What follows belongs to an exercise in optimizing a design on an open flow for a short achievable clock period and few clock cycles per item; a production flow would make more cautious choices.
RTL that was checked went through simulation tests only; none was proved equivalent to the original.
Power is estimated from default activity; no workload was simulated.

== the reference run ==
==> module hsid_main_fsm, before the edit <==
module hsid_main_fsm (
  input  logic                 clk,
  input  logic                 reset,
  input  logic                 start,
  input  hsid_pkg::bands_t     hsi_bands,
  input  hsid_pkg::lib_ref_t   library_size,
  input  logic                 hsi_vctr_in_valid,
  input  logic                 run_done,        
  output logic                 take,            
  output logic                 run_start,       
  output logic                 tag_meas,        
  output logic                 tag_first,       
  output logic                 tag_last,        
  output logic                 tag_final,       
  output hsid_pkg::bands_t     bands,           
  output hsid_pkg::word_idx_t  last_idx,        
  output logic                 idle_int,        
  output logic                 ready,
  output logic                 idle,
  output logic                 done
);
  hsid_pkg::word_idx_t  wcnt;         
  hsid_pkg::lib_ref_t   vcnt;         
  hsid_pkg::lib_ref_t   lib_size;
  hsid_pkg::word_idx_t  wcnt_inc;
  hsid_pkg::lib_ref_t   vcnt_inc;
  logic                 wlast_inc;    
  logic                 vlast_inc;    
  logic                 single;       
  logic                 ready_int;    
  assign idle_int  = idle_q;
  assign run_start = idle_q && start;
  assign take      = hsi_vctr_in_valid && ready_int;
  assign last_idx  = hsid_pkg::word_idx_t'((bands - 8'd1) >> 1);
  assign single    = last_idx == '0;
  assign wcnt_inc  = wcnt + 1'b1;
  assign vcnt_inc  = vcnt + 1'b1;
  assign wlast_inc = wcnt_inc == last_idx;
  assign vlast_inc = vcnt_inc == lib_size;
  logic idle_q;
  always_ff @(posedge clk) begin
    if (reset) begin
      idle_q    <= 1'b1;
      ready_int <= 1'b0;
      idle      <= 1'b1;
      ready     <= 1'b0;
      done      <= 1'b0;
    end else begin
      done <= run_done;
      if (idle_q && start) begin
        idle_q    <= 1'b0;
        ready_int <= 1'b1;
      end
      if (hsi_vctr_in_valid && ready_int && tag_last && tag_final) ready_int <= 1'b0;  
      if (done) idle_q <= 1'b1;
      if (idle && start) begin
        idle  <= 1'b0;
        ready <= 1'b1;
      end
      if (hsi_vctr_in_valid && ready && tag_last && tag_final) ready <= 1'b0;
      if (done) idle <= 1'b1;
    end
  end
  always_ff @(posedge clk) begin
    if (idle_q) begin
      bands     <= hsi_bands;
      lib_size  <= library_size;
      wcnt      <= '0;
      vcnt      <= '0;
      tag_meas  <= 1'b1;
      tag_first <= 1'b1;
      tag_last  <= hsi_bands <= 8'd2;
      tag_final <= 1'b0;
    end else if (take) begin
      if (tag_last) begin
        wcnt      <= '0;
        vcnt      <= vcnt_inc;
        tag_meas  <= 1'b0;
        tag_first <= 1'b1;
        tag_last  <= single;
        tag_final <= vlast_inc;
      end else begin
        wcnt      <= wcnt_inc;
        tag_first <= 1'b0;
        tag_last  <= wlast_inc;
      end
    end
  end
endmodule
==> module hsid_mse_comp, before the edit <==
module hsid_mse_comp (
  input  logic                    clk,
  input  logic                    reset,
  input  logic                    clear,          
  input  logic                    idle,           
  input  logic                    mse_valid,
  input  logic                    mse_final,      
  input  hsid_pkg::word_t         mse_value,
  output hsid_pkg::mse_extremes_t extremes,
  output logic                    run_done        
);
  logic               first;                      
  hsid_pkg::lib_ref_t idx;                        
  assign run_done = mse_valid && mse_final;
  always_ff @(posedge clk) begin
    if (idle)           idx <= '0;
    else if (mse_valid) idx <= idx + 1'b1;
  end
  always_ff @(posedge clk) begin
    if (reset || clear) begin
      extremes <= '0;
      first    <= 1'b1;
    end else if (mse_valid) begin
      first <= 1'b0;
      if (first || mse_value < extremes.min.value) begin extremes.min.value <= mse_value; extremes.min.vctr_ref <= idx; end
      if (first || mse_value > extremes.max.value) begin extremes.max.value <= mse_value; extremes.max.vctr_ref <= idx; end
    end
  end
endmodule
Settings: LEC_CHECK=0, CAP_MARGIN=20, CORE_MARGIN=2, CORE_UTILIZATION=65, CTS_CLUSTER_DIAMETER=100, CTS_CLUSTER_SIZE=24, PLACE_DENSITY=0.75, SLEW_MARGIN=20; clock period 13.5 ns.
standard.sh (not shown) runs the stock make flow with config.mk's settings and CLKGATE_MAP_FILE= SYNTH_SCRIPT=/design/flow/synth_recipe.tcl, a recipe that flattens the netlist after the stock synthesis.
==> flow/flow/run.sh <==
#!/bin/bash
# The standard layout (standard synthesis, floorplan, place, CTS, route),
# with timing repair asked to leave 9.5 ns of setup slack at the design's
# 13.5 ns clock, so that it also sizes and buffers paths far shorter than the
# clock period. make's output goes to standard.log; each ORFS step keeps its
# own log under orfs/logs/.
set -euo pipefail
bash standard.sh SETUP_SLACK_MARGIN=9.5 finish > standard.log 2>&1
Edits applied to the flow inputs when going from the reference run to the trial run:
--- a/flow/design.v
+++ b/flow/design.v
@@ -95,43 +95,46 @@
   logic                 single;       
   logic                 ready_int;    
   assign idle_int  = idle_q;
   assign run_start = idle_q && start;
   assign take      = hsi_vctr_in_valid && ready_int;
-  assign last_idx  = hsid_pkg::word_idx_t'((bands - 8'd1) >> 1);
   assign single    = last_idx == '0;
   assign wcnt_inc  = wcnt + 1'b1;
   assign vcnt_inc  = vcnt + 1'b1;
   assign wlast_inc = wcnt_inc == last_idx;
   assign vlast_inc = vcnt_inc == lib_size;
   logic idle_q;
+  logic done_int;
   always_ff @(posedge clk) begin
     if (reset) begin
       idle_q    <= 1'b1;
       ready_int <= 1'b0;
       idle      <= 1'b1;
       ready     <= 1'b0;
       done      <= 1'b0;
+      done_int  <= 1'b0;
     end else begin
-      done <= run_done;
+      done_int <= run_done;
+      done     <= run_done && !idle_q;                    
       if (idle_q && start) begin
         idle_q    <= 1'b0;
         ready_int <= 1'b1;
       end
       if (hsi_vctr_in_valid && ready_int && tag_last && tag_final) ready_int <= 1'b0;  
-      if (done) idle_q <= 1'b1;
+      if (done_int) idle_q <= 1'b1;
       if (idle && start) begin
         idle  <= 1'b0;
         ready <= 1'b1;
       end
       if (hsi_vctr_in_valid && ready && tag_last && tag_final) ready <= 1'b0;
-      if (done) idle <= 1'b1;
+      if (done_int) idle <= 1'b1;
     end
   end
   always_ff @(posedge clk) begin
     if (idle_q) begin
       bands     <= hsi_bands;
+      last_idx  <= hsid_pkg::word_idx_t'((hsi_bands - 8'd1) >> 1);
       lib_size  <= library_size;
       wcnt      <= '0;
       vcnt      <= '0;
       tag_meas  <= 1'b1;
       tag_first <= 1'b1;
@@ -1061,18 +1064,31 @@
   assign run_done = mse_valid && mse_final;
   always_ff @(posedge clk) begin
     if (idle)           idx <= '0;
     else if (mse_valid) idx <= idx + 1'b1;
   end
+  hsid_pkg::word_t min_v, max_v;
+  logic            upd_min, upd_max;
+  assign upd_min = mse_valid && (first || mse_value < min_v);
+  assign upd_max = mse_valid && (first || mse_value > max_v);
+  always_ff @(posedge clk) begin
+    if (reset || clear) begin
+      first <= 1'b1;
+      min_v <= '0;
+      max_v <= '0;
+    end else begin
+      if (mse_valid) first <= 1'b0;
+      if (upd_min) min_v <= mse_value;
+      if (upd_max) max_v <= mse_value;
+    end
+  end
   always_ff @(posedge clk) begin
     if (reset || clear) begin
       extremes <= '0;
-      first    <= 1'b1;
-    end else if (mse_valid) begin
-      first <= 1'b0;
-      if (first || mse_value < extremes.min.value) begin extremes.min.value <= mse_value; extremes.min.vctr_ref <= idx; end
-      if (first || mse_value > extremes.max.value) begin extremes.max.value <= mse_value; extremes.max.vctr_ref <= idx; end
+    end else begin
+      if (upd_min) begin extremes.min.value <= mse_value; extremes.min.vctr_ref <= idx; end
+      if (upd_max) begin extremes.max.value <= mse_value; extremes.max.vctr_ref <= idx; end
     end
   end
 endmodule
 `timescale 1ns/10ps
 module hsid_main (
On final standard cell count with taps included and fillers excluded, the reference run tracks the trial run almost exactly.
Comparing the trial run with the reference run, the utilization came out essentially unchanged.
Summary of the trial run over the reference run: area growth from synthesis to final layout now sits higher, total power consumption of the routed design now sits higher, arrival time of data at the critical path endpoint now sits lower.
In the tables for the trial run and the reference run, period utilization reads higher with the reference run.
~same adder-cell share of the synthesized area in the trial run and the reference run
| worst setup slack for register-to-register paths | the trial run vs the reference run | better |
Relative to the reference run, length in cells of the worst reg-to-reg path has gone up in the trial run.
NOTE number of non-clock buffers the reference run->the trial run decreased slightly
The trial run vs. the reference run: worst setup slack after placement fell 0.26 ns, number of global-route vias before repair rose 1555.
Testbench counts of the trial run, summed over its fixed seeds: cycles 246,238, items 3,445.
Only the layout flow was run in the reference run; the RTL was not checked for function there.


Setup of lane 3:
Another version of the RTL of hsid_main (not shown whole).
For scale: about 24000 cells after synthesis, ~5200 flip-flops, roughly 150 I/O pins.
==> module hsid_mse, before the edit <==
module hsid_mse (
  input  logic              clk,
  input  logic              reset,
  input  logic              in_valid,       
  input  logic              in_first,       
  input  logic              in_last,        
  input  logic              in_final,       
  input  hsid_pkg::bands_t  bands,          
  input  hsid_pkg::word_t   element_a,      
  input  hsid_pkg::word_t   element_b,      
  output logic              mse_valid,
  output logic              mse_final,      
  output hsid_pkg::word_t   mse_value
);
  localparam int SW    = hsid_pkg::SUM_WIDTH;
  localparam int QW    = hsid_pkg::WORD_WIDTH;        
  localparam int NSTEP = QW / 4;                      
  localparam int SPS   = hsid_pkg::DIV_STEPS;         
  localparam int NST   = (NSTEP + SPS - 1) / SPS;     
  hsid_pkg::sample_t a_lo, a_hi, b_lo, b_hi;
  logic              mask_hi;
  logic              s1_valid, s1_first, s1_last, s1_final;
  hsid_pkg::sample_t s1_dlo, s1_dhi;
  assign a_lo    = element_a[15:0];
  assign a_hi    = element_a[31:16];
  assign b_lo    = element_b[15:0];
  assign b_hi    = element_b[31:16];
  assign mask_hi = in_last && bands[0];               
  always_ff @(posedge clk) begin
    s1_dlo   <= (a_lo > b_lo) ? a_lo - b_lo : b_lo - a_lo;
    s1_dhi   <= mask_hi ? '0 : ((a_hi > b_hi) ? a_hi - b_hi : b_hi - a_hi);
    s1_first <= in_first;
    s1_last  <= in_last;
    s1_final <= in_final;
  end
  logic              s2_valid, s2_first, s2_last, s2_final;
  logic [32:0]       sq_r0, sq_r1;
  logic [32:0]       s2_r0, s2_r1;
  hsid_sq2 sq (.a(s1_dlo), .b(s1_dhi), .r0(sq_r0), .r1(sq_r1));
  always_ff @(posedge clk) begin
    s2_r0    <= sq_r0;
    s2_r1    <= sq_r1;
    s2_first <= s1_first;
    s2_last  <= s1_last;
    s2_final <= s1_final;
  end
  logic              s3_valid, s3_first, s3_last, s3_final;
  logic [33:0]       s3_sq;
  always_ff @(posedge clk) begin
    s3_sq    <= s2_valid ? 34'(s2_r0) + 34'(s2_r1) : '0;  
    s3_first <= s2_valid && s2_first;
    s3_last  <= s2_last;
    s3_final <= s2_final;
  end
  hsid_pkg::sum_t acc, acc_next;
  logic           s4_valid, s4_final;
  hsid_pkg::sum_t s4_sum;
  assign acc_next = (s3_first ? '0 : acc) + SW'(s3_sq);
  always_ff @(posedge clk) begin
    acc      <= acc_next;
    s4_sum   <= acc_next;
    s4_final <= s3_final;
  end
  always_ff @(posedge clk) begin
    if (reset) begin
      s1_valid <= 1'b0;
      s2_valid <= 1'b0;
      s3_valid <= 1'b0;
      s4_valid <= 1'b0;
    end else begin
      s1_valid <= in_valid;
      s2_valid <= s1_valid;
      s3_valid <= s2_valid;
      s4_valid <= s3_valid && s3_last;                
    end
  end
  logic [12:0]   nmulB  [16];                         
  logic [12:0]   nmulB2 [16];                         
  logic [7:0]    rem  [NST+1];
  logic [QW-1:0] quo  [NST+1];                        
  logic          dv   [NST+1];
  logic          dfin [NST+1];
  always_ff @(posedge clk) begin
    for (int j = 0; j < 16; j++) nmulB[j] <= 13'd0 - 13'(j) * 13'(bands);
    for (int j = 0; j < 16; j++) nmulB2[j] <= nmulB[j];
  end
  assign rem[0]  = s4_sum[SW-1:QW];
  assign quo[0]  = s4_sum[QW-1:0];
  assign dv[0]   = s4_valid;
  assign dfin[0] = s4_final;
  for (genvar g = 0; g < NST; g++) begin : g_div
    logic [11:0] t;
    logic [12:0] d  [16];
    logic [16:0] ge;                                  
    logic [15:0] sel;                                 
    logic [7:0]  r;
    logic [3:0]  qd;
    always_comb begin
      t = {rem[g], quo[g][QW-1:QW-4]};
      ge = '0;
      for (int j = 0; j < 16; j++) begin
        d[j]  = {1'b0, t} + ((g < NST / 2) ? nmulB[j] : nmulB2[j]);
        ge[j] = !d[j][12];
      end
      for (int j = 0; j < 16; j++) sel[j] = ge[j] && !ge[j+1];
      r  = '0;
      qd = '0;
      for (int j = 0; j < 16; j++) begin
        r  = r  | (sel[j] ? d[j][7:0] : 8'd0);
        qd = qd | (sel[j] ? 4'(j) : 4'd0);
      end
    end
    always_ff @(posedge clk) begin
      rem[g+1]  <= r;
      quo[g+1]  <= {quo[g][QW-5:0], qd};
      dfin[g+1] <= dfin[g];
    end
    always_ff @(posedge clk) begin
      if (reset) dv[g+1] <= 1'b0;
      else       dv[g+1] <= dv[g];
    end
  end
  assign mse_valid = dv[NST];
  assign mse_final = dfin[NST];
  assign mse_value = quo[NST];
endmodule
==> flow/config.mk <==
export PLATFORM = sky130hd
export DESIGN_NAME = hsid_main
export DESIGN_NICKNAME = hsid_main
export VERILOG_FILES = /design/flow/design.v
export SDC_FILE = /design/flow/constraint.sdc
export NUM_CORES = 4
export LEC_CHECK = 0
export CAP_MARGIN = 20
export CORE_MARGIN = 2
export CORE_UTILIZATION = 65
export CTS_CLUSTER_DIAMETER = 100
export CTS_CLUSTER_SIZE = 24
export PLACE_DENSITY = 0.75
export SLEW_MARGIN = 20
==> flow/constraint.sdc <==
create_clock -name core_clock -period 13.5 [get_ports {clk}]
set_input_delay 2.7000 -clock core_clock [delete_from_list [all_inputs] [get_ports {clk}]]
set_output_delay 2.7000 -clock core_clock [all_outputs]
set_load 0.01 [all_outputs]
==> flow/flow/run.sh <==
#!/bin/bash
# The standard layout (standard synthesis, floorplan, place, CTS, route),
# with timing repair asked to leave 9.5 ns of setup slack at the design's
# 13.5 ns clock, so that it also sizes and buffers paths far shorter than the
# clock period, and clock-tree buffers at most 300 um apart. make's output
# goes to standard.log; each ORFS step keeps its own log under orfs/logs/.
set -euo pipefail
bash standard.sh SETUP_SLACK_MARGIN=9.5 CTS_BUF_DISTANCE=300 finish > standard.log 2>&1
Testbench counts of lane 3, summed over its fixed seeds: cycles 246,238, items 3,445.
The inputs of lane 2 differ from those of lane 3 as listed below.
--- a/flow/design.v
+++ b/flow/design.v
@@ -239,15 +239,13 @@
       s4_valid <= s3_valid && s3_last;                
     end
   end
-  logic [12:0]   nmulB  [16];                         
-  logic [12:0]   nmulB2 [16];                         
+  logic [12:0]   nmulB [16];                          
   logic [7:0]    rem  [NST+1];
   logic [QW-1:0] quo  [NST+1];                        
   logic          dv   [NST+1];
   logic          dfin [NST+1];
   always_ff @(posedge clk) begin
     for (int j = 0; j < 16; j++) nmulB[j] <= 13'd0 - 13'(j) * 13'(bands);
-    for (int j = 0; j < 16; j++) nmulB2[j] <= nmulB[j];
   end
   assign rem[0]  = s4_sum[SW-1:QW];
   assign quo[0]  = s4_sum[QW-1:0];
@@ -264,7 +262,7 @@
       t = {rem[g], quo[g][QW-1:QW-4]};
       ge = '0;
       for (int j = 0; j < 16; j++) begin
-        d[j]  = {1'b0, t} + ((g < NST / 2) ? nmulB[j] : nmulB2[j]);
+        d[j]  = {1'b0, t} + nmulB[j];
         ge[j] = !d[j][12];
       end
       for (int j = 0; j < 16; j++) sel[j] = ge[j] && !ge[j+1];
==> comparison <==
Lane 2 ran to completion and came out clean on the timing, DRC and antenna checks.
The share of cell area taken by muxes after synthesis of lane 2 is higher than that of lane 3.
Classification of the worst setup path: reg -> out -> lane 3, reg -> reg -> lane 2
Lane 3 has lower maximum clock frequency than lane 2.
Status: fraction of standard cell area that is sequential parity (lane 2, lane 3)
Delta (lane 2 minus lane 3): via count of the first global-routing pass has decreased, setup fix buffers added after clock tree synthesis rose by 4, largest net degree at the start of global routing dropped 37, global-route wire length before repair lower.
Global routing usage summed across all routing layers: lane 2 vs lane 3 down 2.2 points
Testbench counts of lane 2, summed over its fixed seeds: cycles 246,238, items 3,445.

==> static timing again, ports no longer ideal <==
In the flow no input, the clock included, has a driving cell. The finished layouts below were timed again as built, in two steps.
Step 1 sets driving cells, clkbuf_16 on the clock port and buf_2 on the other inputs (assumed; they add their load-dependent delay and slew).
Step 2 times the ports against the registers' clock, not the clock port: input delays grow and output delays shrink by t, the midpoint of the rising clock arrivals with the driver on.
a / b / c = ideal ports / drivers / drivers and shift; a / b = the first two.
run	shift t [ns]	slack for setup (ns)	pins driven straight from the clock port
the reference run	1.075	9.293 / 9.174 / 8.617	1
the trial run	1.070	9.326 / 9.205 / 8.821	1
lane 3	1.066	9.344 / 9.228 / 8.533	1
lane 2	1.026	9.390 / 9.296 / 8.703	1
After both steps setup and hold are still met in every run listed. For lane 3, which loses most, drivers alone change the setup slack by -0.116 ns; drivers and shift together by -0.811 ns.
